This design comes from an exercise in tuning for small area, a short achievable clock period and few clock cycles per item on the open sky130 flow, not from production work. Function was checked by simulation only, so behaviour that the tests miss may differ from the original. No activity file was given, so power comes from the tool's default toggle rates.

## flow/design.v (module list and top-level ports; edited modules follow where they fit)
// module aqic_band: 96 lines
// module aqic_interp: 71 lines
// module aqic_mul: 1061 lines
// module air_quality_index_classifier: 78 lines
module air_quality_index_classifier (
  input  logic        clk,
  input  logic        rst_n,
  input  logic        in_valid,
  output logic        in_ready,
  input  logic        in_pollutant,
  input  logic [15:0] in_concentration_tenths,
  output logic        out_valid,
  input  logic        out_ready,
  output logic [9:0]  out_index_value,
  output logic [2:0]  out_category,
  input  logic        cfg_valid,
  output logic        cfg_ready,
  input  logic [1:0]  cfg_index_scheme
);
  // ...
==> flow/run.sh <==
#!/bin/bash
# synth_recipe.tcl (not shown) runs the flow's synth.tcl, then flattens the netlist and writes it again
# the make line also repeats each setting of config.mk as NAME=value (left out here)
make -C /OpenROAD-flow-scripts/flow DESIGN_CONFIG=/design/flow/config.mk WORK_HOME=/design/flow/orfs CLKGATE_MAP_FILE= SYNTH_SCRIPT=/design/flow/synth_recipe.tcl finish
==> flow/config.mk <==
export PLATFORM = sky130hd
export DESIGN_NAME = air_quality_index_classifier
export DESIGN_NICKNAME = air_quality_index_classifier
export VERILOG_FILES = /design/flow/design.v
export SDC_FILE = /design/flow/constraint.sdc
export NUM_CORES = 4
export LEC_CHECK = 0
export CAP_MARGIN = 20
export CORE_MARGIN = 2
export CORE_UTILIZATION = 40
export SETUP_SLACK_MARGIN = 5
export SLEW_MARGIN = 20
==> flow/constraint.sdc <==
create_clock -name core_clock -period 10.0 [get_ports {clk}]
set_input_delay 2.0000 -clock core_clock [delete_from_list [all_inputs] [get_ports {clk}]]
set_output_delay 2.0000 -clock core_clock [all_outputs]
set_load 0.01 [all_outputs]
==> run notes, run 1 <==
clk latency of the worst-skew pair 0.36 ns; DR pass1 iterations 8; Clock buf/inv share 0.0254; total wire length 35.2 mm; f_max 0.204 GHz; Worst Hold Class flip-flop to flip-flop; RSZ-0062 raised after global routing yes; Setup CP Type flip-flop to flip-flop; CP required 10.10 ns; Max Slew Vio Count 0; via count 10200; I/O pin cnt 40; commonest non-fill, non-tap cell in the layout nand2_1; post-DR vias/cell 6.30; IO Port Bufs 38; final cell count without fillers 1616; fraction of layout cells with a size suffix above 1 0.0999; buffer share of cell area 0.0758; cell area after layout 11800 sq um; Synth Instances 1270; top cells by area, synth edfxtp_1, fa_1, xnor2_1; status finished clean; CTS Hold Buffers Added 0; Int Pwr 1.94 mW; Synth Area in Compound Gates 0.246; post-synth top area share 0.240; grt peak-use layer met2; Fill cells 2510; Period Utilization, post-route 0.490; Buffers excl. clock 105; multi-input combinational area share 0.608
Testbench counts, summed over its fixed seeds: cycles 8,096, items 8,000.
==> module aqic_interp, before the edit <==
module aqic_interp (
  input  logic [7:0]  sel,
  output logic [20:0] dig,
  output logic [21:0] a,
  output logic [2:0]  category
);
  always_comb begin
    dig = '0;
    a = '0;
    category = 3'd6;
    casez (sel)
      {2'd2, 1'b0, 5'd0}: begin dig = 21'h69248; a = 22'h2aad00; category = 3'd1; end   
      {2'd2, 1'b0, 5'd1}: begin dig = 21'h15a2d; a = 22'h2c44d0; category = 3'd2; end   
      {2'd2, 1'b0, 5'd2}: begin dig = 21'h10181; a = 22'h2b8590; category = 3'd3; end   
      {2'd2, 1'b0, 5'd3}: begin dig = 21'h2b95; a = 22'h32517c; category = 3'd4; end   
      {2'd2, 1'b0, 5'd4}: begin dig = 21'h2b95; a = 22'h359f70; category = 3'd4; end   
      {2'd2, 1'b0, 5'd5}: begin dig = 21'hd368; a = 22'h34412c; category = 3'd5; end   
      {2'd2, 1'b0, 5'd6}: begin dig = 21'hd34e; a = 22'h343600; category = 3'd5; end   
      {2'd2, 1'b0, 5'd7}: begin dig = 21'hd368; a = 22'h3a98f8; category = 3'd5; end   
      {2'd2, 1'b0, 5'd8}: begin dig = 21'hd368; a = 22'h3aa73c; category = 3'd6; end   
      {2'd2, 1'b0, 5'd9}: begin dig = 21'hd368; a = 22'h3aa720; category = 3'd6; end   
      {2'd2, 1'b0, 5'd10}: begin dig = 21'hd368; a = 22'hff00; category = 3'd6; end   
      {2'd2, 1'b0, 5'd11}: begin dig = 21'he0a9; a = 22'h1f280; category = 3'd6; end   
      {2'd2, 1'b0, 5'd12}: begin dig = 21'he0a9; a = 22'h62c92; category = 3'd6; end   
      {2'd2, 1'b0, 5'd13}: begin dig = 21'hd368; a = 22'h45a80; category = 3'd6; end   
      {2'd2, 1'b0, 5'd14}: begin dig = 21'hd34d; a = 22'hab2be; category = 3'd6; end   
      {2'd2, 1'b0, 5'd15}: begin dig = 21'hd34d; a = 22'h111789; category = 3'd6; end   
      {2'd2, 1'b0, 5'd16}: begin dig = 21'hd34d; a = 22'h177c53; category = 3'd6; end   
      {2'd2, 1'b0, 5'd17}: begin dig = 21'hd34d; a = 22'h1de11e; category = 3'd6; end   
      {2'd2, 1'b0, 5'd18}: begin dig = 21'hd34d; a = 22'h244600; category = 3'd6; end   
      {2'd2, 1'b0, 5'd19}: begin dig = 21'h0; a = 22'h293c00; category = 3'd6; end   
      {2'd2, 1'b1, 5'd0}: begin dig = 21'hd156; a = 22'h2aac54; category = 3'd1; end   
      {2'd2, 1'b1, 5'd1}: begin dig = 21'hd156; a = 22'h2aaca0; category = 3'd1; end   
      {2'd2, 1'b1, 5'd2}: begin dig = 21'h2c4e; a = 22'h2c333c; category = 3'd2; end   
      {2'd2, 1'b1, 5'd3}: begin dig = 21'h2c4e; a = 22'h2c3320; category = 3'd2; end   
      {2'd2, 1'b1, 5'd4}: begin dig = 21'h2c4e; a = 22'h2f56f0; category = 3'd2; end   
      {2'd2, 1'b1, 5'd5}: begin dig = 21'h2c4e; a = 22'h2f6614; category = 3'd3; end   
      {2'd2, 1'b1, 5'd6}: begin dig = 21'h2c4e; a = 22'h2f6600; category = 3'd3; end   
      {2'd2, 1'b1, 5'd7}: begin dig = 21'h2c4e; a = 22'h3289c8; category = 3'd3; end   
      {2'd2, 1'b1, 5'd8}: begin dig = 21'h2c46; a = 22'h329cd0; category = 3'd4; end   
      {2'd2, 1'b1, 5'd9}: begin dig = 21'h2c46; a = 22'h329ca0; category = 3'd4; end   
      {2'd2, 1'b1, 5'd10}: begin dig = 21'h2c46; a = 22'h35b8a0; category = 3'd4; end   
      {2'd2, 1'b1, 5'd11}: begin dig = 21'h2c46; a = 22'h35b870; category = 3'd4; end   
      {2'd2, 1'b1, 5'd12}: begin dig = 21'h9c70; a = 22'h32fee0; category = 3'd5; end   
      {2'd2, 1'b1, 5'd13}: begin dig = 21'h9c0d; a = 22'h330860; category = 3'd5; end   
      {2'd2, 1'b1, 5'd14}: begin dig = 21'h9c70; a = 22'h3c0f18; category = 3'd5; end   
      {2'd2, 1'b1, 5'd15}: begin dig = 21'h8155; a = 22'h3c48c8; category = 3'd6; end   
      {2'd2, 1'b1, 5'd16}: begin dig = 21'hd389; a = 22'h3ddec0; category = 3'd6; end   
      {2'd2, 1'b1, 5'd17}: begin dig = 21'hd368; a = 22'h42968; category = 3'd6; end   
      {2'd2, 1'b1, 5'd18}: begin dig = 21'hd368; a = 22'h42940; category = 3'd6; end   
      {2'd2, 1'b1, 5'd19}: begin dig = 21'h0; a = 22'h293c00; category = 3'd6; end   
      {2'd0, 1'b?, 5'd1}: begin dig = 21'h0; a = 22'h2abc00; category = 3'd0; end   
      {2'd0, 1'b?, 5'd2}: begin dig = 21'h0; a = 22'h2acc00; category = 3'd0; end   
      {2'd0, 1'b?, 5'd3}: begin dig = 21'h0; a = 22'h2adc00; category = 3'd1; end   
      {2'd0, 1'b?, 5'd4}: begin dig = 21'h0; a = 22'h2aec00; category = 3'd1; end   
      {2'd0, 1'b?, 5'd5}: begin dig = 21'h0; a = 22'h2afc00; category = 3'd2; end   
      {2'd0, 1'b?, 5'd6}: begin dig = 21'h0; a = 22'h2b0c00; category = 3'd3; end   
      {2'd0, 1'b?, 5'd7}: begin dig = 21'h0; a = 22'h2b1c00; category = 3'd3; end   
      {2'd0, 1'b?, 5'd8}: begin dig = 21'h0; a = 22'h2b2c00; category = 3'd4; end   
      {2'd0, 1'b?, 5'd9}: begin dig = 21'h0; a = 22'h2b3c00; category = 3'd4; end   
      {2'd0, 1'b?, 5'd10}: begin dig = 21'h0; a = 22'h2b4c00; category = 3'd5; end   
      {2'd1, 1'b?, 5'd0}: begin dig = 21'h0; a = 22'h2aac00; category = 3'd1; end   
      {2'd1, 1'b?, 5'd1}: begin dig = 21'h0; a = 22'h2c3c00; category = 3'd1; end   
      {2'd1, 1'b?, 5'd2}: begin dig = 21'h0; a = 22'h2dcc00; category = 3'd2; end   
      {2'd1, 1'b?, 5'd3}: begin dig = 21'h0; a = 22'h2f5c00; category = 3'd3; end   
      {2'd1, 1'b?, 5'd4}: begin dig = 21'h0; a = 22'h30ec00; category = 3'd4; end   
      {2'd1, 1'b?, 5'd5}: begin dig = 21'h0; a = 22'h340c00; category = 3'd5; end   
      default: ;
    endcase
  end
endmodule
==> module air_quality_index_classifier, before the edit <==
module air_quality_index_classifier (
  input  logic        clk,
  input  logic        rst_n,
  input  logic        in_valid,
  output logic        in_ready,
  input  logic        in_pollutant,
  input  logic [15:0] in_concentration_tenths,
  output logic        out_valid,
  input  logic        out_ready,
  output logic [9:0]  out_index_value,
  output logic [2:0]  out_category,
  input  logic        cfg_valid,
  output logic        cfg_ready,
  input  logic [1:0]  cfg_index_scheme
);
  logic        adv;
  logic [1:0]  scheme_r;
  logic        va_r, vb_r, out_valid_r;
  logic [7:0]  sel_nxt, sel_r;
  logic [9:0] x_a_r, x_b_r;
  logic [20:0] dig_nxt, dig_r;
  logic [21:0] a_nxt, a_r;
  logic [2:0]  cat_nxt, cat_r;
  logic [9:0]  idx_nxt;
  logic [9:0]  out_idx_r;
  logic [2:0]  out_cat_r;
  assign adv       = !out_valid_r || out_ready;
  assign in_ready  = adv;
  assign cfg_ready = 1'b1;
  always_ff @(posedge clk) begin
    if (!rst_n) begin
      scheme_r    <= aqic_pkg::SCHEME_RESET;
      va_r        <= 1'b0;
      vb_r        <= 1'b0;
      out_valid_r <= 1'b0;
    end else begin
      if (cfg_valid) scheme_r <= cfg_index_scheme;
      if (adv) begin
        va_r        <= in_valid;
        vb_r        <= va_r;
        out_valid_r <= vb_r;
      end
    end
  end
  aqic_band u_band (
    .pollutant (in_pollutant),
    .conc      (in_concentration_tenths),
    .scheme    (scheme_r),
    .sel       (sel_nxt)
  );
  aqic_interp u_interp (
    .sel      (sel_r),
    .dig      (dig_nxt),
    .a        (a_nxt),
    .category (cat_nxt)
  );
  aqic_mul u_mul (
    .x           (x_b_r),
    .dig         (dig_r),
    .a           (a_r),
    .index_value (idx_nxt)
  );
  always_ff @(posedge clk) begin
    if (adv) begin
      sel_r     <= sel_nxt;
      x_a_r     <= in_concentration_tenths[9:0];
      dig_r     <= dig_nxt;
      a_r       <= a_nxt;
      cat_r     <= cat_nxt;
      x_b_r     <= x_a_r;
      out_idx_r <= idx_nxt;
      out_cat_r <= cat_r;
    end
  end
  assign out_valid       = out_valid_r;
  assign out_index_value = out_idx_r;
  assign out_category    = out_cat_r;
endmodule
==> inputs of run 2 (changes only) <==
--- a/flow/design.v
+++ b/flow/design.v
@@ -97,88 +97,90 @@
   always_comb begin
     if (scheme == aqic_pkg::SCHEME_ATMO)      sel = {2'd0, pollutant, at};
     else if (scheme == aqic_pkg::SCHEME_CAQI) sel = {2'd1, pollutant, cq};
     else                                      sel = {2'd2, pollutant, pollutant ? us1 : us0};
   end
 endmodule
 module aqic_interp (
   input  logic [7:0]  sel,
-  output logic [20:0] dig,
+  output logic [17:0] dig,
   output logic [21:0] a,
-  output logic [2:0]  category
+  output logic [2:0] category,
+  output logic [0:0] dbl
 );
   always_comb begin
     dig = '0;
     a = '0;
     category = 3'd6;
+    dbl = '0;
     casez (sel)
-      {2'd2, 1'b0, 5'd0}: begin dig = 21'h69248; a = 22'h2aad00; category = 3'd1; end   
-      {2'd2, 1'b0, 5'd1}: begin dig = 21'h15a2d; a = 22'h2c44d0; category = 3'd2; end   
-      {2'd2, 1'b0, 5'd2}: begin dig = 21'h10181; a = 22'h2b8590; category = 3'd3; end   
-      {2'd2, 1'b0, 5'd3}: begin dig = 21'h2b95; a = 22'h32517c; category = 3'd4; end   
-      {2'd2, 1'b0, 5'd4}: begin dig = 21'h2b95; a = 22'h359f70; category = 3'd4; end   
-      {2'd2, 1'b0, 5'd5}: begin dig = 21'hd368; a = 22'h34412c; category = 3'd5; end   
-      {2'd2, 1'b0, 5'd6}: begin dig = 21'hd34e; a = 22'h343600; category = 3'd5; end   
-      {2'd2, 1'b0, 5'd7}: begin dig = 21'hd368; a = 22'h3a98f8; category = 3'd5; end   
-      {2'd2, 1'b0, 5'd8}: begin dig = 21'hd368; a = 22'h3aa73c; category = 3'd6; end   
-      {2'd2, 1'b0, 5'd9}: begin dig = 21'hd368; a = 22'h3aa720; category = 3'd6; end   
-      {2'd2, 1'b0, 5'd10}: begin dig = 21'hd368; a = 22'hff00; category = 3'd6; end   
-      {2'd2, 1'b0, 5'd11}: begin dig = 21'he0a9; a = 22'h1f280; category = 3'd6; end   
-      {2'd2, 1'b0, 5'd12}: begin dig = 21'he0a9; a = 22'h62c92; category = 3'd6; end   
-      {2'd2, 1'b0, 5'd13}: begin dig = 21'hd368; a = 22'h45a80; category = 3'd6; end   
-      {2'd2, 1'b0, 5'd14}: begin dig = 21'hd34d; a = 22'hab2be; category = 3'd6; end   
-      {2'd2, 1'b0, 5'd15}: begin dig = 21'hd34d; a = 22'h111789; category = 3'd6; end   
-      {2'd2, 1'b0, 5'd16}: begin dig = 21'hd34d; a = 22'h177c53; category = 3'd6; end   
-      {2'd2, 1'b0, 5'd17}: begin dig = 21'hd34d; a = 22'h1de11e; category = 3'd6; end   
-      {2'd2, 1'b0, 5'd18}: begin dig = 21'hd34d; a = 22'h244600; category = 3'd6; end   
-      {2'd2, 1'b0, 5'd19}: begin dig = 21'h0; a = 22'h293c00; category = 3'd6; end   
-      {2'd2, 1'b1, 5'd0}: begin dig = 21'hd156; a = 22'h2aac54; category = 3'd1; end   
-      {2'd2, 1'b1, 5'd1}: begin dig = 21'hd156; a = 22'h2aaca0; category = 3'd1; end   
-      {2'd2, 1'b1, 5'd2}: begin dig = 21'h2c4e; a = 22'h2c333c; category = 3'd2; end   
-      {2'd2, 1'b1, 5'd3}: begin dig = 21'h2c4e; a = 22'h2c3320; category = 3'd2; end   
-      {2'd2, 1'b1, 5'd4}: begin dig = 21'h2c4e; a = 22'h2f56f0; category = 3'd2; end   
-      {2'd2, 1'b1, 5'd5}: begin dig = 21'h2c4e; a = 22'h2f6614; category = 3'd3; end   
-      {2'd2, 1'b1, 5'd6}: begin dig = 21'h2c4e; a = 22'h2f6600; category = 3'd3; end   
-      {2'd2, 1'b1, 5'd7}: begin dig = 21'h2c4e; a = 22'h3289c8; category = 3'd3; end   
-      {2'd2, 1'b1, 5'd8}: begin dig = 21'h2c46; a = 22'h329cd0; category = 3'd4; end   
-      {2'd2, 1'b1, 5'd9}: begin dig = 21'h2c46; a = 22'h329ca0; category = 3'd4; end   
-      {2'd2, 1'b1, 5'd10}: begin dig = 21'h2c46; a = 22'h35b8a0; category = 3'd4; end   
-      {2'd2, 1'b1, 5'd11}: begin dig = 21'h2c46; a = 22'h35b870; category = 3'd4; end   
-      {2'd2, 1'b1, 5'd12}: begin dig = 21'h9c70; a = 22'h32fee0; category = 3'd5; end   
-      {2'd2, 1'b1, 5'd13}: begin dig = 21'h9c0d; a = 22'h330860; category = 3'd5; end   
-      {2'd2, 1'b1, 5'd14}: begin dig = 21'h9c70; a = 22'h3c0f18; category = 3'd5; end   
-      {2'd2, 1'b1, 5'd15}: begin dig = 21'h8155; a = 22'h3c48c8; category = 3'd6; end   
-      {2'd2, 1'b1, 5'd16}: begin dig = 21'hd389; a = 22'h3ddec0; category = 3'd6; end   
-      {2'd2, 1'b1, 5'd17}: begin dig = 21'hd368; a = 22'h42968; category = 3'd6; end   
-      {2'd2, 1'b1, 5'd18}: begin dig = 21'hd368; a = 22'h42940; category = 3'd6; end   
-      {2'd2, 1'b1, 5'd19}: begin dig = 21'h0; a = 22'h293c00; category = 3'd6; end   
-      {2'd0, 1'b?, 5'd1}: begin dig = 21'h0; a = 22'h2abc00; category = 3'd0; end   
-      {2'd0, 1'b?, 5'd2}: begin dig = 21'h0; a = 22'h2acc00; category = 3'd0; end   
-      {2'd0, 1'b?, 5'd3}: begin dig = 21'h0; a = 22'h2adc00; category = 3'd1; end   
-      {2'd0, 1'b?, 5'd4}: begin dig = 21'h0; a = 22'h2aec00; category = 3'd1; end   
-      {2'd0, 1'b?, 5'd5}: begin dig = 21'h0; a = 22'h2afc00; category = 3'd2; end   
-      {2'd0, 1'b?, 5'd6}: begin dig = 21'h0; a = 22'h2b0c00; category = 3'd3; end   
-      {2'd0, 1'b?, 5'd7}: begin dig = 21'h0; a = 22'h2b1c00; category = 3'd3; end   
-      {2'd0, 1'b?, 5'd8}: begin dig = 21'h0; a = 22'h2b2c00; category = 3'd4; end   
-      {2'd0, 1'b?, 5'd9}: begin dig = 21'h0; a = 22'h2b3c00; category = 3'd4; end   
-      {2'd0, 1'b?, 5'd10}: begin dig = 21'h0; a = 22'h2b4c00; category = 3'd5; end   
-      {2'd1, 1'b?, 5'd0}: begin dig = 21'h0; a = 22'h2aac00; category = 3'd1; end   
-      {2'd1, 1'b?, 5'd1}: begin dig = 21'h0; a = 22'h2c3c00; category = 3'd1; end   
-      {2'd1, 1'b?, 5'd2}: begin dig = 21'h0; a = 22'h2dcc00; category = 3'd2; end   
-      {2'd1, 1'b?, 5'd3}: begin dig = 21'h0; a = 22'h2f5c00; category = 3'd3; end   
-      {2'd1, 1'b?, 5'd4}: begin dig = 21'h0; a = 22'h30ec00; category = 3'd4; end   
-      {2'd1, 1'b?, 5'd5}: begin dig = 21'h0; a = 22'h340c00; category = 3'd5; end   
+      {2'd2, 1'b0, 5'd0}: begin dig = 18'h15b6e; a = 22'h2aad00; category = 3'd1; dbl = 1'b1; end   
+      {2'd2, 1'b0, 5'd1}: begin dig = 18'h15a2d; a = 22'h2c44d0; category = 3'd2; dbl = 1'b0; end   
+      {2'd2, 1'b0, 5'd2}: begin dig = 18'h10181; a = 22'h2b8590; category = 3'd3; dbl = 1'b0; end   
+      {2'd2, 1'b0, 5'd3}: begin dig = 18'h2b95; a = 22'h32517c; category = 3'd4; dbl = 1'b0; end   
+      {2'd2, 1'b0, 5'd4}: begin dig = 18'h2b95; a = 22'h359f70; category = 3'd4; dbl = 1'b0; end   
+      {2'd2, 1'b0, 5'd5}: begin dig = 18'hd368; a = 22'h34412c; category = 3'd5; dbl = 1'b0; end   
+      {2'd2, 1'b0, 5'd6}: begin dig = 18'hd34e; a = 22'h343600; category = 3'd5; dbl = 1'b0; end   
+      {2'd2, 1'b0, 5'd7}: begin dig = 18'hd368; a = 22'h3a98f8; category = 3'd5; dbl = 1'b0; end   
+      {2'd2, 1'b0, 5'd8}: begin dig = 18'hd368; a = 22'h3aa73c; category = 3'd6; dbl = 1'b0; end   
+      {2'd2, 1'b0, 5'd9}: begin dig = 18'hd368; a = 22'h3aa720; category = 3'd6; dbl = 1'b0; end   
+      {2'd2, 1'b0, 5'd10}: begin dig = 18'hd368; a = 22'hff00; category = 3'd6; dbl = 1'b0; end   
+      {2'd2, 1'b0, 5'd11}: begin dig = 18'he0a9; a = 22'h1f280; category = 3'd6; dbl = 1'b0; end   
+      {2'd2, 1'b0, 5'd12}: begin dig = 18'he0a9; a = 22'h62c92; category = 3'd6; dbl = 1'b0; end   
+      {2'd2, 1'b0, 5'd13}: begin dig = 18'hd368; a = 22'h45a80; category = 3'd6; dbl = 1'b0; end   
+      {2'd2, 1'b0, 5'd14}: begin dig = 18'hd34d; a = 22'hab2be; category = 3'd6; dbl = 1'b0; end   
+      {2'd2, 1'b0, 5'd15}: begin dig = 18'hd34d; a = 22'h111789; category = 3'd6; dbl = 1'b0; end   
+      {2'd2, 1'b0, 5'd16}: begin dig = 18'hd34d; a = 22'h177c53; category = 3'd6; dbl = 1'b0; end   
+      {2'd2, 1'b0, 5'd17}: begin dig = 18'hd34d; a = 22'h1de11e; category = 3'd6; dbl = 1'b0; end   
+      {2'd2, 1'b0, 5'd18}: begin dig = 18'hd34d; a = 22'h244600; category = 3'd6; dbl = 1'b0; end   
+      {2'd2, 1'b0, 5'd19}: begin dig = 18'h0; a = 22'h293c00; category = 3'd6; dbl = 1'b0; end   
+      {2'd2, 1'b1, 5'd0}: begin dig = 18'hd156; a = 22'h2aac54; category = 3'd1; dbl = 1'b0; end   
+      {2'd2, 1'b1, 5'd1}: begin dig = 18'hd156; a = 22'h2aaca0; category = 3'd1; dbl = 1'b0; end   
+      {2'd2, 1'b1, 5'd2}: begin dig = 18'h2c4e; a = 22'h2c333c; category = 3'd2; dbl = 1'b0; end   
+      {2'd2, 1'b1, 5'd3}: begin dig = 18'h2c4e; a = 22'h2c3320; category = 3'd2; dbl = 1'b0; end   
+      {2'd2, 1'b1, 5'd4}: begin dig = 18'h2c4e; a = 22'h2f56f0; category = 3'd2; dbl = 1'b0; end   
+      {2'd2, 1'b1, 5'd5}: begin dig = 18'h2c4e; a = 22'h2f6614; category = 3'd3; dbl = 1'b0; end   
+      {2'd2, 1'b1, 5'd6}: begin dig = 18'h2c4e; a = 22'h2f6600; category = 3'd3; dbl = 1'b0; end   
+      {2'd2, 1'b1, 5'd7}: begin dig = 18'h2c4e; a = 22'h3289c8; category = 3'd3; dbl = 1'b0; end   
+      {2'd2, 1'b1, 5'd8}: begin dig = 18'h2c46; a = 22'h329cd0; category = 3'd4; dbl = 1'b0; end   
+      {2'd2, 1'b1, 5'd9}: begin dig = 18'h2c46; a = 22'h329ca0; category = 3'd4; dbl = 1'b0; end   
+      {2'd2, 1'b1, 5'd10}: begin dig = 18'h2c46; a = 22'h35b8a0; category = 3'd4; dbl = 1'b0; end   
+      {2'd2, 1'b1, 5'd11}: begin dig = 18'h2c46; a = 22'h35b870; category = 3'd4; dbl = 1'b0; end   
+      {2'd2, 1'b1, 5'd12}: begin dig = 18'h9c70; a = 22'h32fee0; category = 3'd5; dbl = 1'b0; end   
+      {2'd2, 1'b1, 5'd13}: begin dig = 18'h9c0d; a = 22'h330860; category = 3'd5; dbl = 1'b0; end   
+      {2'd2, 1'b1, 5'd14}: begin dig = 18'h9c70; a = 22'h3c0f18; category = 3'd5; dbl = 1'b0; end   
+      {2'd2, 1'b1, 5'd15}: begin dig = 18'h8155; a = 22'h3c48c8; category = 3'd6; dbl = 1'b0; end   
+      {2'd2, 1'b1, 5'd16}: begin dig = 18'hd389; a = 22'h3ddec0; category = 3'd6; dbl = 1'b0; end   
+      {2'd2, 1'b1, 5'd17}: begin dig = 18'hd368; a = 22'h42968; category = 3'd6; dbl = 1'b0; end   
+      {2'd2, 1'b1, 5'd18}: begin dig = 18'hd368; a = 22'h42940; category = 3'd6; dbl = 1'b0; end   
+      {2'd2, 1'b1, 5'd19}: begin dig = 18'h0; a = 22'h293c00; category = 3'd6; dbl = 1'b0; end   
+      {2'd0, 1'b?, 5'd1}: begin dig = 18'h0; a = 22'h2abc00; category = 3'd0; dbl = 1'b0; end   
+      {2'd0, 1'b?, 5'd2}: begin dig = 18'h0; a = 22'h2acc00; category = 3'd0; dbl = 1'b0; end   
+      {2'd0, 1'b?, 5'd3}: begin dig = 18'h0; a = 22'h2adc00; category = 3'd1; dbl = 1'b0; end   
+      {2'd0, 1'b?, 5'd4}: begin dig = 18'h0; a = 22'h2aec00; category = 3'd1; dbl = 1'b0; end   
+      {2'd0, 1'b?, 5'd5}: begin dig = 18'h0; a = 22'h2afc00; category = 3'd2; dbl = 1'b0; end   
+      {2'd0, 1'b?, 5'd6}: begin dig = 18'h0; a = 22'h2b0c00; category = 3'd3; dbl = 1'b0; end   
+      {2'd0, 1'b?, 5'd7}: begin dig = 18'h0; a = 22'h2b1c00; category = 3'd3; dbl = 1'b0; end   
+      {2'd0, 1'b?, 5'd8}: begin dig = 18'h0; a = 22'h2b2c00; category = 3'd4; dbl = 1'b0; end   
+      {2'd0, 1'b?, 5'd9}: begin dig = 18'h0; a = 22'h2b3c00; category = 3'd4; dbl = 1'b0; end   
+      {2'd0, 1'b?, 5'd10}: begin dig = 18'h0; a = 22'h2b4c00; category = 3'd5; dbl = 1'b0; end   
+      {2'd1, 1'b?, 5'd0}: begin dig = 18'h0; a = 22'h2aac00; category = 3'd1; dbl = 1'b0; end   
+      {2'd1, 1'b?, 5'd1}: begin dig = 18'h0; a = 22'h2c3c00; category = 3'd1; dbl = 1'b0; end   
+      {2'd1, 1'b?, 5'd2}: begin dig = 18'h0; a = 22'h2dcc00; category = 3'd2; dbl = 1'b0; end   
+      {2'd1, 1'b?, 5'd3}: begin dig = 18'h0; a = 22'h2f5c00; category = 3'd3; dbl = 1'b0; end   
+      {2'd1, 1'b?, 5'd4}: begin dig = 18'h0; a = 22'h30ec00; category = 3'd4; dbl = 1'b0; end   
+      {2'd1, 1'b?, 5'd5}: begin dig = 18'h0; a = 22'h340c00; category = 3'd5; dbl = 1'b0; end   
       default: ;
     endcase
   end
 endmodule
 module aqic_mul (
   input  logic [9:0] x,
-  input  logic [20:0] dig,
+  input  logic [17:0] dig,
   input  logic [21:0] a,
   output logic [9:0]  index_value
 );
   logic pp0_0;
   logic pp0_1;
   logic pp0_2;
   logic pp0_3;
   logic pp0_4;
@@ -244,64 +246,52 @@
   logic pp5_4;
   logic pp5_5;
   logic pp5_6;
   logic pp5_7;
   logic pp5_8;
   logic pp5_9;
   logic pp5_10;
   logic nn5;
-  logic pp6_0;
-  logic pp6_1;
-  logic pp6_2;
-  logic pp6_3;
-  logic pp6_4;
-  logic pp6_5;
-  logic pp6_6;
-  logic pp6_7;
-  logic pp6_8;
-  logic pp6_9;
-  logic pp6_10;
-  logic nn6;
   logic hs1;
   logic hc2;
   logic hs3;
   logic hc4;
   logic fs5;
   logic fc6;
   logic hs7;
   logic hc8;
   logic fs9;
   logic fc10;
   logic hs11;
   logic hc12;
   logic fs13;
   logic fc14;
-  logic fs15;
-  logic fc16;
-  logic fs17;
-  logic fc18;
+  logic hs15;
+  logic hc16;
+  logic hs17;
+  logic hc18;
   logic hs19;
   logic hc20;
   logic fs21;
   logic fc22;
   logic hs23;
   logic hc24;
-  logic hs25;
-  logic hc26;
+  logic fs25;
+  logic fc26;
   logic hs27;
   logic hc28;
   logic fs29;
   logic fc30;
-  logic hs31;
-  logic hc32;
+  logic fs31;
+  logic fc32;
   logic fs33;
   logic fc34;
-  logic hs35;
-  logic hc36;
+  logic fs35;
+  logic fc36;
   logic fs37;
   logic fc38;
   logic fs39;
   logic fc40;
   logic fs41;
   logic fc42;
   logic fs43;
   logic fc44;
@@ -314,120 +304,98 @@
   logic fs51;
   logic fc52;
   logic fs53;
   logic fc54;
   logic fs55;
   logic fc56;
   logic fs57;
   logic fc58;
-  logic fs59;
-  logic fc60;
+  logic hs59;
+  logic hc60;
   logic fs61;
   logic fc62;
-  logic fs63;
-  logic fc64;
-  logic fs65;
-  logic fc66;
-  logic fs67;
-  logic fc68;
+  logic hs63;
+  logic hc64;
+  logic hs65;
+  logic hc66;
+  logic hs67;
+  logic hc68;
   logic fs69;
   logic fc70;
   logic fs71;
   logic fc72;
   logic fs73;
   logic fc74;
-  logic hs75;
-  logic hc76;
+  logic fs75;
+  logic fc76;
   logic fs77;
   logic fc78;
-  logic hs79;
-  logic hc80;
-  logic hs81;
-  logic hc82;
-  logic hs83;
-  logic hc84;
+  logic fs79;
+  logic fc80;
+  logic fs81;
+  logic fc82;
+  logic fs83;
+  logic fc84;
   logic fs85;
   logic fc86;
   logic fs87;
   logic fc88;
   logic fs89;
   logic fc90;
   logic fs91;
   logic fc92;
   logic fs93;
   logic fc94;
   logic fs95;
   logic fc96;
   logic fs97;
   logic fc98;
-  logic fs99;
-  logic fc100;
-  logic fs101;
-  logic fc102;
+  logic hs99;
+  logic hc100;
+  logic hs101;
+  logic hc102;
   logic fs103;
   logic fc104;
   logic fs105;
   logic fc106;
   logic fs107;
   logic fc108;
   logic fs109;
   logic fc110;
   logic fs111;
   logic fc112;
   logic fs113;
   logic fc114;
   logic fs115;
   logic fc116;
   logic fs117;
   logic fc118;
-  logic hs119;
-  logic hc120;
-  logic hs121;
-  logic hc122;
+  logic fs119;
+  logic fc120;
+  logic fs121;
+  logic fc122;
   logic fs123;
   logic fc124;
   logic fs125;
   logic fc126;
   logic fs127;
   logic fc128;
   logic fs129;
   logic fc130;
   logic fs131;
   logic fc132;
   logic fs133;
   logic fc134;
   logic fs135;
   logic fc136;
   logic fs137;
   logic fc138;
-  logic fs139;
-  logic fc140;
-  logic fs141;
-  logic fc142;
-  logic fs143;
-  logic fc144;
-  logic fs145;
-  logic fc146;
-  logic fs147;
-  logic fc148;
-  logic fs149;
-  logic fc150;
-  logic fs151;
-  logic fc152;
-  logic fs153;
-  logic fc154;
-  logic fs155;
-  logic fc156;
-  logic fs157;
-  logic fc158;
-  logic fs159;
-  logic fc160;
-  logic fs161;
-  logic fc162;
+  logic hs139;
+  logic hc140;
   logic g0_0;
   logic p0_0;
   logic g0_1;
   logic p0_1;
   logic g0_2;
   logic p0_2;
   logic g0_3;
   logic p0_3;
@@ -766,236 +734,202 @@
   assign pp5_4 = ((dig[15] & x[4]) | (dig[16] & x[3])) ^ dig[17];
   assign pp5_5 = ((dig[15] & x[5]) | (dig[16] & x[4])) ^ dig[17];
   assign pp5_6 = ((dig[15] & x[6]) | (dig[16] & x[5])) ^ dig[17];
   assign pp5_7 = ((dig[15] & x[7]) | (dig[16] & x[6])) ^ dig[17];
   assign pp5_8 = ((dig[15] & x[8]) | (dig[16] & x[7])) ^ dig[17];
   assign pp5_9 = ((dig[15] & x[9]) | (dig[16] & x[8])) ^ dig[17];
   assign pp5_10 = ((dig[15] & 1'b0) | (dig[16] & x[9])) ^ dig[17];
   assign nn5 = ~dig[17];
-  assign pp6_0 = ((dig[18] & x[0]) | (dig[19] & 1'b0)) ^ dig[20];
-  assign pp6_1 = ((dig[18] & x[1]) | (dig[19] & x[0])) ^ dig[20];
-  assign pp6_2 = ((dig[18] & x[2]) | (dig[19] & x[1])) ^ dig[20];
-  assign pp6_3 = ((dig[18] & x[3]) | (dig[19] & x[2])) ^ dig[20];
-  assign pp6_4 = ((dig[18] & x[4]) | (dig[19] & x[3])) ^ dig[20];
-  assign pp6_5 = ((dig[18] & x[5]) | (dig[19] & x[4])) ^ dig[20];
-  assign pp6_6 = ((dig[18] & x[6]) | (dig[19] & x[5])) ^ dig[20];
-  assign pp6_7 = ((dig[18] & x[7]) | (dig[19] & x[6])) ^ dig[20];
-  assign pp6_8 = ((dig[18] & x[8]) | (dig[19] & x[7])) ^ dig[20];
-  assign pp6_9 = ((dig[18] & x[9]) | (dig[19] & x[8])) ^ dig[20];
-  assign pp6_10 = ((dig[18] & 1'b0) | (dig[19] & x[9])) ^ dig[20];
-  assign nn6 = ~dig[20];
   assign hs1 = pp0_8 ^ pp1_6;
   assign hc2 = pp0_8 & pp1_6;
   assign hs3 = pp0_9 ^ pp1_7;
   assign hc4 = pp0_9 & pp1_7;
   assign fs5 = pp0_10 ^ pp1_8 ^ pp2_6;
   assign fc6 = (pp0_10 & pp1_8) | (pp0_10 & pp2_6) | (pp1_8 & pp2_6);
   assign hs7 = pp3_4 ^ pp4_2;
   assign hc8 = pp3_4 & pp4_2;
   assign fs9 = nn0 ^ pp1_9 ^ pp2_7;
   assign fc10 = (nn0 & pp1_9) | (nn0 & pp2_7) | (pp1_9 & pp2_7);
   assign hs11 = pp3_5 ^ pp4_3;
   assign hc12 = pp3_5 & pp4_3;
   assign fs13 = pp1_10 ^ pp2_8 ^ pp3_6;
   assign fc14 = (pp1_10 & pp2_8) | (pp1_10 & pp3_6) | (pp2_8 & pp3_6);
-  assign fs15 = pp4_4 ^ pp5_2 ^ pp6_0;
-  assign fc16 = (pp4_4 & pp5_2) | (pp4_4 & pp6_0) | (pp5_2 & pp6_0);
-  assign fs17 = nn1 ^ pp2_9 ^ pp3_7;
-  assign fc18 = (nn1 & pp2_9) | (nn1 & pp3_7) | (pp2_9 & pp3_7);
-  assign hs19 = pp4_5 ^ pp5_3;
-  assign hc20 = pp4_5 & pp5_3;
-  assign fs21 = pp2_10 ^ pp3_8 ^ pp4_6;
-  assign fc22 = (pp2_10 & pp3_8) | (pp2_10 & pp4_6) | (pp3_8 & pp4_6);
-  assign hs23 = nn2 ^ pp3_9;
-  assign hc24 = nn2 & pp3_9;
-  assign hs25 = pp0_4 ^ pp1_2;
-  assign hc26 = pp0_4 & pp1_2;
-  assign hs27 = pp0_5 ^ pp1_3;
-  assign hc28 = pp0_5 & pp1_3;
-  assign fs29 = pp0_6 ^ pp1_4 ^ pp2_2;
-  assign fc30 = (pp0_6 & pp1_4) | (pp0_6 & pp2_2) | (pp1_4 & pp2_2);
-  assign hs31 = pp3_0 ^ dig[11];
-  assign hc32 = pp3_0 & dig[11];
-  assign fs33 = pp0_7 ^ pp1_5 ^ pp2_3;
-  assign fc34 = (pp0_7 & pp1_5) | (pp0_7 & pp2_3) | (pp1_5 & pp2_3);
-  assign hs35 = pp3_1 ^ a[6];
-  assign hc36 = pp3_1 & a[6];
-  assign fs37 = hs1 ^ pp2_4 ^ pp3_2;
-  assign fc38 = (hs1 & pp2_4) | (hs1 & pp3_2) | (pp2_4 & pp3_2);
-  assign fs39 = pp4_0 ^ dig[14] ^ a[7];
-  assign fc40 = (pp4_0 & dig[14]) | (pp4_0 & a[7]) | (dig[14] & a[7]);
-  assign fs41 = hc2 ^ hs3 ^ pp2_5;
-  assign fc42 = (hc2 & hs3) | (hc2 & pp2_5) | (hs3 & pp2_5);
-  assign fs43 = pp3_3 ^ pp4_1 ^ a[8];
-  assign fc44 = (pp3_3 & pp4_1) | (pp3_3 & a[8]) | (pp4_1 & a[8]);
-  assign fs45 = hc4 ^ fs5 ^ hs7;
-  assign fc46 = (hc4 & fs5) | (hc4 & hs7) | (fs5 & hs7);
-  assign fs47 = pp5_0 ^ dig[17] ^ a[9];
-  assign fc48 = (pp5_0 & dig[17]) | (pp5_0 & a[9]) | (dig[17] & a[9]);
-  assign fs49 = fc6 ^ hc8 ^ fs9;
-  assign fc50 = (fc6 & hc8) | (fc6 & fs9) | (hc8 & fs9);
-  assign fs51 = hs11 ^ pp5_1 ^ a[10];
-  assign fc52 = (hs11 & pp5_1) | (hs11 & a[10]) | (pp5_1 & a[10]);
-  assign fs53 = fc10 ^ hc12 ^ fs13;
-  assign fc54 = (fc10 & hc12) | (fc10 & fs13) | (hc12 & fs13);
-  assign fs55 = fs15 ^ dig[20] ^ a[11];
-  assign fc56 = (fs15 & dig[20]) | (fs15 & a[11]) | (dig[20] & a[11]);
-  assign fs57 = fc14 ^ fc16 ^ fs17;
-  assign fc58 = (fc14 & fc16) | (fc14 & fs17) | (fc16 & fs17);
-  assign fs59 = hs19 ^ pp6_1 ^ a[12];
-  assign fc60 = (hs19 & pp6_1) | (hs19 & a[12]) | (pp6_1 & a[12]);
-  assign fs61 = fc18 ^ hc20 ^ fs21;
-  assign fc62 = (fc18 & hc20) | (fc18 & fs21) | (hc20 & fs21);
-  assign fs63 = pp5_4 ^ pp6_2 ^ a[13];
-  assign fc64 = (pp5_4 & pp6_2) | (pp5_4 & a[13]) | (pp6_2 & a[13]);
-  assign fs65 = fc22 ^ hs23 ^ pp4_7;
-  assign fc66 = (fc22 & hs23) | (fc22 & pp4_7) | (hs23 & pp4_7);
-  assign fs67 = pp5_5 ^ pp6_3 ^ a[14];
-  assign fc68 = (pp5_5 & pp6_3) | (pp5_5 & a[14]) | (pp6_3 & a[14]);
-  assign fs69 = hc24 ^ pp3_10 ^ pp4_8;
-  assign fc70 = (hc24 & pp3_10) | (hc24 & pp4_8) | (pp3_10 & pp4_8);
-  assign fs71 = pp5_6 ^ pp6_4 ^ a[15];
-  assign fc72 = (pp5_6 & pp6_4) | (pp5_6 & a[15]) | (pp6_4 & a[15]);
-  assign fs73 = nn3 ^ pp4_9 ^ pp5_7;
-  assign fc74 = (nn3 & pp4_9) | (nn3 & pp5_7) | (pp4_9 & pp5_7);
-  assign hs75 = pp6_5 ^ a[16];
-  assign hc76 = pp6_5 & a[16];
-  assign fs77 = pp4_10 ^ pp5_8 ^ pp6_6;
-  assign fc78 = (pp4_10 & pp5_8) | (pp4_10 & pp6_6) | (pp5_8 & pp6_6);
-  assign hs79 = nn4 ^ pp5_9;
-  assign hc80 = nn4 & pp5_9;
-  assign hs81 = pp0_2 ^ pp1_0;
-  assign hc82 = pp0_2 & pp1_0;
-  assign hs83 = pp0_3 ^ pp1_1;
-  assign hc84 = pp0_3 & pp1_1;
-  assign fs85 = hs25 ^ pp2_0 ^ dig[8];
-  assign fc86 = (hs25 & pp2_0) | (hs25 & dig[8]) | (pp2_0 & dig[8]);
-  assign fs87 = hc26 ^ hs27 ^ pp2_1;
-  assign fc88 = (hc26 & hs27) | (hc26 & pp2_1) | (hs27 & pp2_1);
-  assign fs89 = hc28 ^ fs29 ^ hs31;
-  assign fc90 = (hc28 & fs29) | (hc28 & hs31) | (fs29 & hs31);
-  assign fs91 = fc30 ^ hc32 ^ fs33;
-  assign fc92 = (fc30 & hc32) | (fc30 & fs33) | (hc32 & fs33);
-  assign fs93 = fc34 ^ hc36 ^ fs37;
-  assign fc94 = (fc34 & hc36) | (fc34 & fs37) | (hc36 & fs37);
-  assign fs95 = fc38 ^ fc40 ^ fs41;
-  assign fc96 = (fc38 & fc40) | (fc38 & fs41) | (fc40 & fs41);
-  assign fs97 = fc42 ^ fc44 ^ fs45;
-  assign fc98 = (fc42 & fc44) | (fc42 & fs45) | (fc44 & fs45);
-  assign fs99 = fc46 ^ fc48 ^ fs49;
-  assign fc100 = (fc46 & fc48) | (fc46 & fs49) | (fc48 & fs49);
-  assign fs101 = fc50 ^ fc52 ^ fs53;
-  assign fc102 = (fc50 & fc52) | (fc50 & fs53) | (fc52 & fs53);
-  assign fs103 = fc54 ^ fc56 ^ fs57;
-  assign fc104 = (fc54 & fc56) | (fc54 & fs57) | (fc56 & fs57);
-  assign fs105 = fc58 ^ fc60 ^ fs61;
-  assign fc106 = (fc58 & fc60) | (fc58 & fs61) | (fc60 & fs61);
-  assign fs107 = fc62 ^ fc64 ^ fs65;
-  assign fc108 = (fc62 & fc64) | (fc62 & fs65) | (fc64 & fs65);
-  assign fs109 = fc66 ^ fc68 ^ fs69;
-  assign fc110 = (fc66 & fc68) | (fc66 & fs69) | (fc68 & fs69);
-  assign fs111 = fc70 ^ fc72 ^ fs73;
-  assign fc112 = (fc70 & fc72) | (fc70 & fs73) | (fc72 & fs73);
-  assign fs113 = fc74 ^ hc76 ^ fs77;
-  assign fc114 = (fc74 & hc76) | (fc74 & fs77) | (hc76 & fs77);
-  assign fs115 = fc78 ^ hs79 ^ pp6_7;
-  assign fc116 = (fc78 & hs79) | (fc78 & pp6_7) | (hs79 & pp6_7);
-  assign fs117 = hc80 ^ pp5_10 ^ pp6_8;
-  assign fc118 = (hc80 & pp5_10) | (hc80 & pp6_8) | (pp5_10 & pp6_8);
-  assign hs119 = nn5 ^ pp6_9;
-  assign hc120 = nn5 & pp6_9;
-  assign hs121 = hs81 ^ dig[5];
-  assign hc122 = hs81 & dig[5];
-  assign fs123 = hc82 ^ hs83 ^ a[2];
-  assign fc124 = (hc82 & hs83) | (hc82 & a[2]) | (hs83 & a[2]);
-  assign fs125 = hc84 ^ fs85 ^ a[3];
-  assign fc126 = (hc84 & fs85) | (hc84 & a[3]) | (fs85 & a[3]);
-  assign fs127 = fc86 ^ fs87 ^ a[4];
-  assign fc128 = (fc86 & fs87) | (fc86 & a[4]) | (fs87 & a[4]);
-  assign fs129 = fc88 ^ fs89 ^ a[5];
-  assign fc130 = (fc88 & fs89) | (fc88 & a[5]) | (fs89 & a[5]);
-  assign fs131 = fc90 ^ fs91 ^ hs35;
-  assign fc132 = (fc90 & fs91) | (fc90 & hs35) | (fs91 & hs35);
-  assign fs133 = fc92 ^ fs93 ^ fs39;
-  assign fc134 = (fc92 & fs93) | (fc92 & fs39) | (fs93 & fs39);
-  assign fs135 = fc94 ^ fs95 ^ fs43;
-  assign fc136 = (fc94 & fs95) | (fc94 & fs43) | (fs95 & fs43);
-  assign fs137 = fc96 ^ fs97 ^ fs47;
-  assign fc138 = (fc96 & fs97) | (fc96 & fs47) | (fs97 & fs47);
-  assign fs139 = fc98 ^ fs99 ^ fs51;
-  assign fc140 = (fc98 & fs99) | (fc98 & fs51) | (fs99 & fs51);
-  assign fs141 = fc100 ^ fs101 ^ fs55;
-  assign fc142 = (fc100 & fs101) | (fc100 & fs55) | (fs101 & fs55);
-  assign fs143 = fc102 ^ fs103 ^ fs59;
-  assign fc144 = (fc102 & fs103) | (fc102 & fs59) | (fs103 & fs59);
-  assign fs145 = fc104 ^ fs105 ^ fs63;
-  assign fc146 = (fc104 & fs105) | (fc104 & fs63) | (fs105 & fs63);
-  assign fs147 = fc106 ^ fs107 ^ fs67;
-  assign fc148 = (fc106 & fs107) | (fc106 & fs67) | (fs107 & fs67);
-  assign fs149 = fc108 ^ fs109 ^ fs71;
-  assign fc150 = (fc108 & fs109) | (fc108 & fs71) | (fs109 & fs71);
-  assign fs151 = fc110 ^ fs111 ^ hs75;
-  assign fc152 = (fc110 & fs111) | (fc110 & hs75) | (fs111 & hs75);
-  assign fs153 = fc112 ^ fs113 ^ a[17];
-  assign fc154 = (fc112 & fs113) | (fc112 & a[17]) | (fs113 & a[17]);
-  assign fs155 = fc114 ^ fs115 ^ a[18];
-  assign fc156 = (fc114 & fs115) | (fc114 & a[18]) | (fs115 & a[18]);
-  assign fs157 = fc116 ^ fs117 ^ a[19];
-  assign fc158 = (fc116 & fs117) | (fc116 & a[19]) | (fs117 & a[19]);
-  assign fs159 = fc118 ^ hs119 ^ a[20];
-  assign fc160 = (fc118 & hs119) | (fc118 & a[20]) | (hs119 & a[20]);
-  assign fs161 = hc120 ^ pp6_10 ^ a[21];
-  assign fc162 = (hc120 & pp6_10) | (hc120 & a[21]) | (pp6_10 & a[21]);
+  assign hs15 = nn1 ^ pp2_9;
+  assign hc16 = nn1 & pp2_9;
+  assign hs17 = pp0_4 ^ pp1_2;
+  assign hc18 = pp0_4 & pp1_2;
+  assign hs19 = pp0_5 ^ pp1_3;
+  assign hc20 = pp0_5 & pp1_3;
+  assign fs21 = pp0_6 ^ pp1_4 ^ pp2_2;
+  assign fc22 = (pp0_6 & pp1_4) | (pp0_6 & pp2_2) | (pp1_4 & pp2_2);
+  assign hs23 = pp3_0 ^ dig[11];
+  assign hc24 = pp3_0 & dig[11];
+  assign fs25 = pp0_7 ^ pp1_5 ^ pp2_3;
+  assign fc26 = (pp0_7 & pp1_5) | (pp0_7 & pp2_3) | (pp1_5 & pp2_3);
+  assign hs27 = pp3_1 ^ a[6];
+  assign hc28 = pp3_1 & a[6];
+  assign fs29 = hs1 ^ pp2_4 ^ pp3_2;
+  assign fc30 = (hs1 & pp2_4) | (hs1 & pp3_2) | (pp2_4 & pp3_2);
+  assign fs31 = pp4_0 ^ dig[14] ^ a[7];
+  assign fc32 = (pp4_0 & dig[14]) | (pp4_0 & a[7]) | (dig[14] & a[7]);
+  assign fs33 = hc2 ^ hs3 ^ pp2_5;
+  assign fc34 = (hc2 & hs3) | (hc2 & pp2_5) | (hs3 & pp2_5);
+  assign fs35 = pp3_3 ^ pp4_1 ^ a[8];
+  assign fc36 = (pp3_3 & pp4_1) | (pp3_3 & a[8]) | (pp4_1 & a[8]);
+  assign fs37 = hc4 ^ fs5 ^ hs7;
+  assign fc38 = (hc4 & fs5) | (hc4 & hs7) | (fs5 & hs7);
+  assign fs39 = pp5_0 ^ dig[17] ^ a[9];
+  assign fc40 = (pp5_0 & dig[17]) | (pp5_0 & a[9]) | (dig[17] & a[9]);
+  assign fs41 = fc6 ^ hc8 ^ fs9;
+  assign fc42 = (fc6 & hc8) | (fc6 & fs9) | (hc8 & fs9);
+  assign fs43 = hs11 ^ pp5_1 ^ a[10];
+  assign fc44 = (hs11 & pp5_1) | (hs11 & a[10]) | (pp5_1 & a[10]);
+  assign fs45 = fc10 ^ hc12 ^ fs13;
+  assign fc46 = (fc10 & hc12) | (fc10 & fs13) | (hc12 & fs13);
+  assign fs47 = pp4_4 ^ pp5_2 ^ a[11];
+  assign fc48 = (pp4_4 & pp5_2) | (pp4_4 & a[11]) | (pp5_2 & a[11]);
+  assign fs49 = fc14 ^ hs15 ^ pp3_7;
+  assign fc50 = (fc14 & hs15) | (fc14 & pp3_7) | (hs15 & pp3_7);
+  assign fs51 = pp4_5 ^ pp5_3 ^ a[12];
+  assign fc52 = (pp4_5 & pp5_3) | (pp4_5 & a[12]) | (pp5_3 & a[12]);
+  assign fs53 = hc16 ^ pp2_10 ^ pp3_8;
+  assign fc54 = (hc16 & pp2_10) | (hc16 & pp3_8) | (pp2_10 & pp3_8);
+  assign fs55 = pp4_6 ^ pp5_4 ^ a[13];
+  assign fc56 = (pp4_6 & pp5_4) | (pp4_6 & a[13]) | (pp5_4 & a[13]);
+  assign fs57 = nn2 ^ pp3_9 ^ pp4_7;
+  assign fc58 = (nn2 & pp3_9) | (nn2 & pp4_7) | (pp3_9 & pp4_7);
+  assign hs59 = pp5_5 ^ a[14];
+  assign hc60 = pp5_5 & a[14];
+  assign fs61 = pp3_10 ^ pp4_8 ^ pp5_6;
+  assign fc62 = (pp3_10 & pp4_8) | (pp3_10 & pp5_6) | (pp4_8 & pp5_6);
+  assign hs63 = nn3 ^ pp4_9;
+  assign hc64 = nn3 & pp4_9;
+  assign hs65 = pp0_2 ^ pp1_0;
+  assign hc66 = pp0_2 & pp1_0;
+  assign hs67 = pp0_3 ^ pp1_1;
+  assign hc68 = pp0_3 & pp1_1;
+  assign fs69 = hs17 ^ pp2_0 ^ dig[8];
+  assign fc70 = (hs17 & pp2_0) | (hs17 & dig[8]) | (pp2_0 & dig[8]);
+  assign fs71 = hc18 ^ hs19 ^ pp2_1;
+  assign fc72 = (hc18 & hs19) | (hc18 & pp2_1) | (hs19 & pp2_1);
+  assign fs73 = hc20 ^ fs21 ^ hs23;
+  assign fc74 = (hc20 & fs21) | (hc20 & hs23) | (fs21 & hs23);
+  assign fs75 = fc22 ^ hc24 ^ fs25;
+  assign fc76 = (fc22 & hc24) | (fc22 & fs25) | (hc24 & fs25);
+  assign fs77 = fc26 ^ hc28 ^ fs29;
+  assign fc78 = (fc26 & hc28) | (fc26 & fs29) | (hc28 & fs29);
+  assign fs79 = fc30 ^ fc32 ^ fs33;
+  assign fc80 = (fc30 & fc32) | (fc30 & fs33) | (fc32 & fs33);
+  assign fs81 = fc34 ^ fc36 ^ fs37;
+  assign fc82 = (fc34 & fc36) | (fc34 & fs37) | (fc36 & fs37);
+  assign fs83 = fc38 ^ fc40 ^ fs41;
+  assign fc84 = (fc38 & fc40) | (fc38 & fs41) | (fc40 & fs41);
+  assign fs85 = fc42 ^ fc44 ^ fs45;
+  assign fc86 = (fc42 & fc44) | (fc42 & fs45) | (fc44 & fs45);
+  assign fs87 = fc46 ^ fc48 ^ fs49;
+  assign fc88 = (fc46 & fc48) | (fc46 & fs49) | (fc48 & fs49);
+  assign fs89 = fc50 ^ fc52 ^ fs53;
+  assign fc90 = (fc50 & fc52) | (fc50 & fs53) | (fc52 & fs53);
+  assign fs91 = fc54 ^ fc56 ^ fs57;
+  assign fc92 = (fc54 & fc56) | (fc54 & fs57) | (fc56 & fs57);
+  assign fs93 = fc58 ^ hc60 ^ fs61;
+  assign fc94 = (fc58 & hc60) | (fc58 & fs61) | (hc60 & fs61);
+  assign fs95 = fc62 ^ hs63 ^ pp5_7;
+  assign fc96 = (fc62 & hs63) | (fc62 & pp5_7) | (hs63 & pp5_7);
+  assign fs97 = hc64 ^ pp4_10 ^ pp5_8;
+  assign fc98 = (hc64 & pp4_10) | (hc64 & pp5_8) | (pp4_10 & pp5_8);
+  assign hs99 = nn4 ^ pp5_9;
+  assign hc100 = nn4 & pp5_9;
+  assign hs101 = hs65 ^ dig[5];
+  assign hc102 = hs65 & dig[5];
+  assign fs103 = hc66 ^ hs67 ^ a[2];
+  assign fc104 = (hc66 & hs67) | (hc66 & a[2]) | (hs67 & a[2]);
+  assign fs105 = hc68 ^ fs69 ^ a[3];
+  assign fc106 = (hc68 & fs69) | (hc68 & a[3]) | (fs69 & a[3]);
+  assign fs107 = fc70 ^ fs71 ^ a[4];
+  assign fc108 = (fc70 & fs71) | (fc70 & a[4]) | (fs71 & a[4]);
+  assign fs109 = fc72 ^ fs73 ^ a[5];
+  assign fc110 = (fc72 & fs73) | (fc72 & a[5]) | (fs73 & a[5]);
+  assign fs111 = fc74 ^ fs75 ^ hs27;
+  assign fc112 = (fc74 & fs75) | (fc74 & hs27) | (fs75 & hs27);
+  assign fs113 = fc76 ^ fs77 ^ fs31;
+  assign fc114 = (fc76 & fs77) | (fc76 & fs31) | (fs77 & fs31);
+  assign fs115 = fc78 ^ fs79 ^ fs35;
+  assign fc116 = (fc78 & fs79) | (fc78 & fs35) | (fs79 & fs35);
+  assign fs117 = fc80 ^ fs81 ^ fs39;
+  assign fc118 = (fc80 & fs81) | (fc80 & fs39) | (fs81 & fs39);
+  assign fs119 = fc82 ^ fs83 ^ fs43;
+  assign fc120 = (fc82 & fs83) | (fc82 & fs43) | (fs83 & fs43);
+  assign fs121 = fc84 ^ fs85 ^ fs47;
+  assign fc122 = (fc84 & fs85) | (fc84 & fs47) | (fs85 & fs47);
+  assign fs123 = fc86 ^ fs87 ^ fs51;
+  assign fc124 = (fc86 & fs87) | (fc86 & fs51) | (fs87 & fs51);
+  assign fs125 = fc88 ^ fs89 ^ fs55;
+  assign fc126 = (fc88 & fs89) | (fc88 & fs55) | (fs89 & fs55);
+  assign fs127 = fc90 ^ fs91 ^ hs59;
+  assign fc128 = (fc90 & fs91) | (fc90 & hs59) | (fs91 & hs59);
+  assign fs129 = fc92 ^ fs93 ^ a[15];
+  assign fc130 = (fc92 & fs93) | (fc92 & a[15]) | (fs93 & a[15]);
+  assign fs131 = fc94 ^ fs95 ^ a[16];
+  assign fc132 = (fc94 & fs95) | (fc94 & a[16]) | (fs95 & a[16]);
+  assign fs133 = fc96 ^ fs97 ^ a[17];
+  assign fc134 = (fc96 & fs97) | (fc96 & a[17]) | (fs97 & a[17]);
+  assign fs135 = fc98 ^ hs99 ^ a[18];
+  assign fc136 = (fc98 & hs99) | (fc98 & a[18]) | (hs99 & a[18]);
+  assign fs137 = hc100 ^ pp5_10 ^ a[19];
+  assign fc138 = (hc100 & pp5_10) | (hc100 & a[19]) | (pp5_10 & a[19]);
+  assign hs139 = nn5 ^ a[20];
+  assign hc140 = nn5 & a[20];
   assign g0_0 = (pp0_0 & dig[2]);
   assign p0_0 = (pp0_0 ^ dig[2]);
   assign g0_1 = (pp0_1 & a[0]);
   assign p0_1 = (pp0_1 ^ a[0]);
-  assign g0_2 = (hs121 & a[1]);
-  assign p0_2 = (hs121 ^ a[1]);
-  assign g0_3 = (hc122 & fs123);
-  assign p0_3 = (hc122 ^ fs123);
-  assign g0_4 = (fc124 & fs125);
-  assign p0_4 = (fc124 ^ fs125);
-  assign g0_5 = (fc126 & fs127);
-  assign p0_5 = (fc126 ^ fs127);
-  assign g0_6 = (fc128 & fs129);
-  assign p0_6 = (fc128 ^ fs129);
-  assign g0_7 = (fc130 & fs131);
-  assign p0_7 = (fc130 ^ fs131);
-  assign g0_8 = (fc132 & fs133);
-  assign p0_8 = (fc132 ^ fs133);
-  assign g0_9 = (fc134 & fs135);
-  assign p0_9 = (fc134 ^ fs135);
-  assign g0_10 = (fc136 & fs137);
-  assign p0_10 = (fc136 ^ fs137);
-  assign g0_11 = (fc138 & fs139);
-  assign p0_11 = (fc138 ^ fs139);
-  assign g0_12 = (fc140 & fs141);
-  assign p0_12 = (fc140 ^ fs141);
-  assign g0_13 = (fc142 & fs143);
-  assign p0_13 = (fc142 ^ fs143);
-  assign g0_14 = (fc144 & fs145);
-  assign p0_14 = (fc144 ^ fs145);
-  assign g0_15 = (fc146 & fs147);
-  assign p0_15 = (fc146 ^ fs147);
-  assign g0_16 = (fc148 & fs149);
-  assign p0_16 = (fc148 ^ fs149);
-  assign g0_17 = (fc150 & fs151);
-  assign p0_17 = (fc150 ^ fs151);
-  assign g0_18 = (fc152 & fs153);
-  assign p0_18 = (fc152 ^ fs153);
-  assign g0_19 = (fc154 & fs155);
-  assign p0_19 = (fc154 ^ fs155);
-  assign g0_20 = (fc156 & fs157);
-  assign p0_20 = (fc156 ^ fs157);
-  assign g0_21 = (fc158 & fs159);
-  assign p0_21 = (fc158 ^ fs159);
-  assign g0_22 = (fc160 & fs161);
-  assign p0_22 = (fc160 ^ fs161);
+  assign g0_2 = (hs101 & a[1]);
+  assign p0_2 = (hs101 ^ a[1]);
+  assign g0_3 = (hc102 & fs103);
+  assign p0_3 = (hc102 ^ fs103);
+  assign g0_4 = (fc104 & fs105);
+  assign p0_4 = (fc104 ^ fs105);
+  assign g0_5 = (fc106 & fs107);
+  assign p0_5 = (fc106 ^ fs107);
+  assign g0_6 = (fc108 & fs109);
+  assign p0_6 = (fc108 ^ fs109);
+  assign g0_7 = (fc110 & fs111);
+  assign p0_7 = (fc110 ^ fs111);
+  assign g0_8 = (fc112 & fs113);
+  assign p0_8 = (fc112 ^ fs113);
+  assign g0_9 = (fc114 & fs115);
+  assign p0_9 = (fc114 ^ fs115);
+  assign g0_10 = (fc116 & fs117);
+  assign p0_10 = (fc116 ^ fs117);
+  assign g0_11 = (fc118 & fs119);
+  assign p0_11 = (fc118 ^ fs119);
+  assign g0_12 = (fc120 & fs121);
+  assign p0_12 = (fc120 ^ fs121);
+  assign g0_13 = (fc122 & fs123);
+  assign p0_13 = (fc122 ^ fs123);
+  assign g0_14 = (fc124 & fs125);
+  assign p0_14 = (fc124 ^ fs125);
+  assign g0_15 = (fc126 & fs127);
+  assign p0_15 = (fc126 ^ fs127);
+  assign g0_16 = (fc128 & fs129);
+  assign p0_16 = (fc128 ^ fs129);
+  assign g0_17 = (fc130 & fs131);
+  assign p0_17 = (fc130 ^ fs131);
+  assign g0_18 = (fc132 & fs133);
+  assign p0_18 = (fc132 ^ fs133);
+  assign g0_19 = (fc134 & fs135);
+  assign p0_19 = (fc134 ^ fs135);
+  assign g0_20 = (fc136 & fs137);
+  assign p0_20 = (fc136 ^ fs137);
+  assign g0_21 = (fc138 & hs139);
+  assign p0_21 = (fc138 ^ hs139);
+  assign g0_22 = (hc140 & a[21]);
+  assign p0_22 = (hc140 ^ a[21]);
   assign g1_0 = g0_0;
   assign p1_0 = p0_0;
   assign g1_1 = g0_1 | (p0_1 & g0_0);
   assign p1_1 = p0_1 & p0_0;
   assign g1_2 = g0_2 | (p0_2 & g0_1);
   assign p1_2 = p0_2 & p0_1;
   assign g1_3 = g0_3 | (p0_3 & g0_2);
   assign p1_3 = p0_3 & p0_2;
@@ -1247,19 +1181,20 @@
   output logic        cfg_ready,
   input  logic [1:0]  cfg_index_scheme
 );
   logic        adv;
   logic [1:0]  scheme_r;
   logic        va_r, vb_r, out_valid_r;
   logic [7:0]  sel_nxt, sel_r;
   logic [9:0] x_a_r, x_b_r;
-  logic [20:0] dig_nxt, dig_r;
+  logic [17:0] dig_nxt, dig_r;
   logic [21:0] a_nxt, a_r;
   logic [2:0]  cat_nxt, cat_r;
+  logic        dbl;
   logic [9:0]  idx_nxt;
   logic [9:0]  out_idx_r;
   logic [2:0]  out_cat_r;
   assign adv       = !out_valid_r || out_ready;
   assign in_ready  = adv;
   assign cfg_ready = 1'b1;
   always_ff @(posedge clk) begin
     if (!rst_n) begin
@@ -1281,32 +1216,33 @@
     .conc      (in_concentration_tenths),
     .scheme    (scheme_r),
     .sel       (sel_nxt)
   );
   aqic_interp u_interp (
     .sel      (sel_r),
     .dig      (dig_nxt),
     .a        (a_nxt),
-    .category (cat_nxt)
+    .category (cat_nxt),
+    .dbl      (dbl)
   );
   aqic_mul u_mul (
     .x           (x_b_r),
     .dig         (dig_r),
     .a           (a_r),
     .index_value (idx_nxt)
   );
   always_ff @(posedge clk) begin
     if (adv) begin
       sel_r     <= sel_nxt;
       x_a_r     <= in_concentration_tenths[9:0];
       dig_r     <= dig_nxt;
       a_r       <= a_nxt;
       cat_r     <= cat_nxt;
-      x_b_r     <= x_a_r;
+      x_b_r     <= dbl ? {x_a_r[8:0], 1'b0} : x_a_r;
       out_idx_r <= idx_nxt;
       out_cat_r <= cat_r;
     end
   end
   assign out_valid       = out_valid_r;
   assign out_index_value = out_idx_r;
   assign out_category    = out_cat_r;
 endmodule
==> flow/config.mk (replaced) <==
export PLATFORM = sky130hd
export DESIGN_NAME = air_quality_index_classifier
export DESIGN_NICKNAME = air_quality_index_classifier
export VERILOG_FILES = /design/flow/design.v
export SDC_FILE = /design/flow/constraint.sdc
export NUM_CORES = 4
export LEC_CHECK = 0
export ABC_AREA = 1
export CAP_MARGIN = 20
export CORE_MARGIN = 2
export CORE_UTILIZATION = 40
export SETUP_SLACK_MARGIN = 5
export SLEW_MARGIN = 20
==> run notes, run 2 <==
slew margin rel. 0.401 (was 0.284); IO Port Bufs 38 (unchanged); post-route ant nets 0 (unchanged); Synth Instances 1383 (was 1270); Synth Flop Type edfxtp_1 (unchanged); Num CTS Buffers 9 (unchanged); total wire length 36.4 mm (was 35.2 mm); via count 10100 (was 10200); largest reg by FF count a_r (unchanged); placed inst area 10600 sq um (was 11000 sq um); register bit total from synthesis 88 (was 89); Final min period 4.92 ns (was 4.90 ns); commonest non-fill, non-tap cell in the layout inv_1 (was nand2_1); num rows 57 (was 59); DR pass1 iterations 6 (was 8); TNS Setup 0 ns (unchanged); top cells by count, synth inv_1, nand2_1, nor2_1 (was nand2_1, inv_1, nor2_1); kind of start point of the critical path primary input (was flip-flop); reg-to-reg critical path startpoint x_b_r[8] (unchanged); max reg flops 22 (unchanged); Post-synth ARST share 0 (unchanged); initial antenna violation count 0 (unchanged); Layout Nets 1543 (was 1397); Period Utilization, post-route 0.492 (was 0.490); Max-cap violations 0 (unchanged); Fin Clk Skew 0.0171 ns (was 0.0170 ns); Max Slew Vio Count 0 (unchanged); CP max FO 12 (was 7); post-synth top area share 0.252 (was 0.240); I/O pin cnt 40 (unchanged); GRT met3 Usage 0.0460 (was 0.0510); Worst Hold Class flip-flop to flip-flop (unchanged); cell area after layout 11200 sq um (was 11800 sq um); CP required 8.00 ns (was 10.10 ns); fraction of layout cells with a size suffix above 1 0.0821 (was 0.0999); top cells by area, synth edfxtp_1, fa_1, inv_1 (was edfxtp_1, fa_1, xnor2_1); met1 Track Usage GR 0.410 (was 0.356); Die Y 161 um (was 166 um); TritonCTS sink count 88 (was 89); largest net degree at the start of global routing 65 (was 69); CTS Hold Buffers Added 0 (unchanged); post-DR vias/cell 5.71 (was 6.30); CTS root buf clkbuf_16 (unchanged); EDFF count, synth 83 (was 84); H-tree depth 3 (unchanged); status finished clean (unchanged); diode count 0 (unchanged); vias in the first global route 9702 (was 9735); Setup CP Type primary input to primary output (was flip-flop to flip-flop); critical path arrival 2.92 ns (was 5.00 ns); clk latency of the worst-skew pair 0.35 ns (was 0.36 ns); Post-Syn Area 9880 sq um (was 10500 sq um); Clock Tree Buf Depth 2 (unchanged); Pleak 5.38 nW (was 4.60 nW); cell taking the most area after synthesis edfxtp_1 (unchanged); f_max 0.203 GHz (was 0.204 GHz); Worst VDD drop 0.592 mV (was 0.711 mV); most frequent cell after synthesis inv_1 (was nand2_1); Detailed Place HPWL 29.0 mm (was 24.1 mm); Fill cells 2520 (was 2510); worst slew pin tran 0.889 ns (was 1.07 ns); grt met2 use 0.428 (was 0.388); clock transition at the registers of the reported paths 0.08 ns (was 0.07 ns); Hold Path Origin cat_r[1] (was x_a_r[6]); RSZ-0062 raised after global routing yes (unchanged); Worst Hold Depth 0 (unchanged); Regs by FF count a_r: 22 flops, dig_r: 17 flops (was a_r: 22 flops, dig_r: 18 flops); Hold Path End out_cat_r[1] (was x_b_r[6]); grt ovf 0 (unchanged); Crit. End Element primary output (was flip-flop); grt peak-use layer met2 (unchanged)
-- run 2: cell count changes after synthesis, sizes merged, moves of 34 or more --
cell / before / now
xor2: 9 / 60
nand2: 125 / 227
xnor2: 64 / 3
inv: 98 / 262
a22oi: 63 / 0
o22ai: 22 / 56
clkbuf: 81 / 17
nor2: 90 / 217
-- run 2: worst max-delay path by stage --
stage	from	to	slack, ns	cells past startpoint
6_report	out_ready	in_ready	5.08	5
5_1_grt	x_b_r[6]	out_idx_r[7]	4.87	20
4_1_cts	dig_r[6]	out_idx_r[8]	5.01	19
3_5_place_dp	out_ready	in_ready	4.45	5
3_3_place_gp	out_ready	in_ready	4.47	5
2_1_floorplan	out_ready	in_ready	4.87	2
-- run 2: layout make-up --
class	count	area, sq um	share of cell area
flip-flops and latches	88	2590	0.231
clock buffers	9	225	0.0200
inverters	276	1070	0.0956
well taps	324	405	0.0361
clock inverters	7	72.6	0.00646
multi-input cells	990	6230	0.555
repair buffers	67	636	0.0566
-- run 2: per-layer routing --
layer  vias up  share of wire
met5         -              0
met3        95          0.083
met1      4743           0.45
met4         0          0.036
met2       555           0.43
li1       4663              -
-- run 2: kinds of logic (layout without fill, tap and decap cells) --
| family | Yosys count | count (layout) | synth area share |
|---|---|---|---|
| adders and majority gates | 87 | 87 | 0.149 |
| other | 1 | 1 | 0.000380 |
| and+or+nand+nor | 607 | 607 | 0.274 |
| buffers and inverters | 305 | 359 | 0.120 |
| xor gates and xnor gates | 63 | 63 | 0.0559 |
| DFF | 88 | 88 | 0.262 |
| AOI/OAI and AO/OA | 232 | 232 | 0.138 |
-- run 2: stage by stage --
| step | setup WS [ns] | hold slack (ns) | std cells |
|---|---|---|---|
| 2_1_floorplan | 4.87 | 0.400 | 1383 |
| 3_3_place_gp | 4.47 | 0.402 | 1720 |
| 3_5_place_dp | 4.45 | 0.416 | 1720 |
| 4_1_cts | 5.01 | 0.433 | 1752 |
| 5_1_grt | 4.87 | 0.455 | 1761 |
| 6_report | 5.08 | 0.431 | 1761 |
-- run 2: worst max-delay path, stage by stage --
cell and delay [ns]:
dlygate4sd2_1 0.25, nor2_4 0.14, clkinvlp_4 0.12, buf_12 0.16
clkdlybuf4s15_2 0.23
-- run 2: power by group --
part / internal [mW] / switching (mW) / total [mW]
registers: 0.597 / 0.0541 / 0.651
clock network: 0.177 / 0.168 / 0.344
logic: 1.19 / 1.50 / 2.68
-- run 2: repair_timing --
action,4_1_cts,5_1_grt
pin swaps,3,17
resized for setup,19,24
endpoints found under the setup margin,7,7
cloned,1,0
buffers inserted,15,9
endpoints found under the hold margin,0,0
Testbench counts of run 2, summed over its fixed seeds: cycles 8,096, items 8,000.

Check on run 2: ideal ports give 5.084 ns setup slack; a clkbuf_16 on the clock port and buf_2 on the inputs give 5.067 ns; moving port delays by the midpoint clock arrival (0.394 ns) as well gives 4.780 ns.
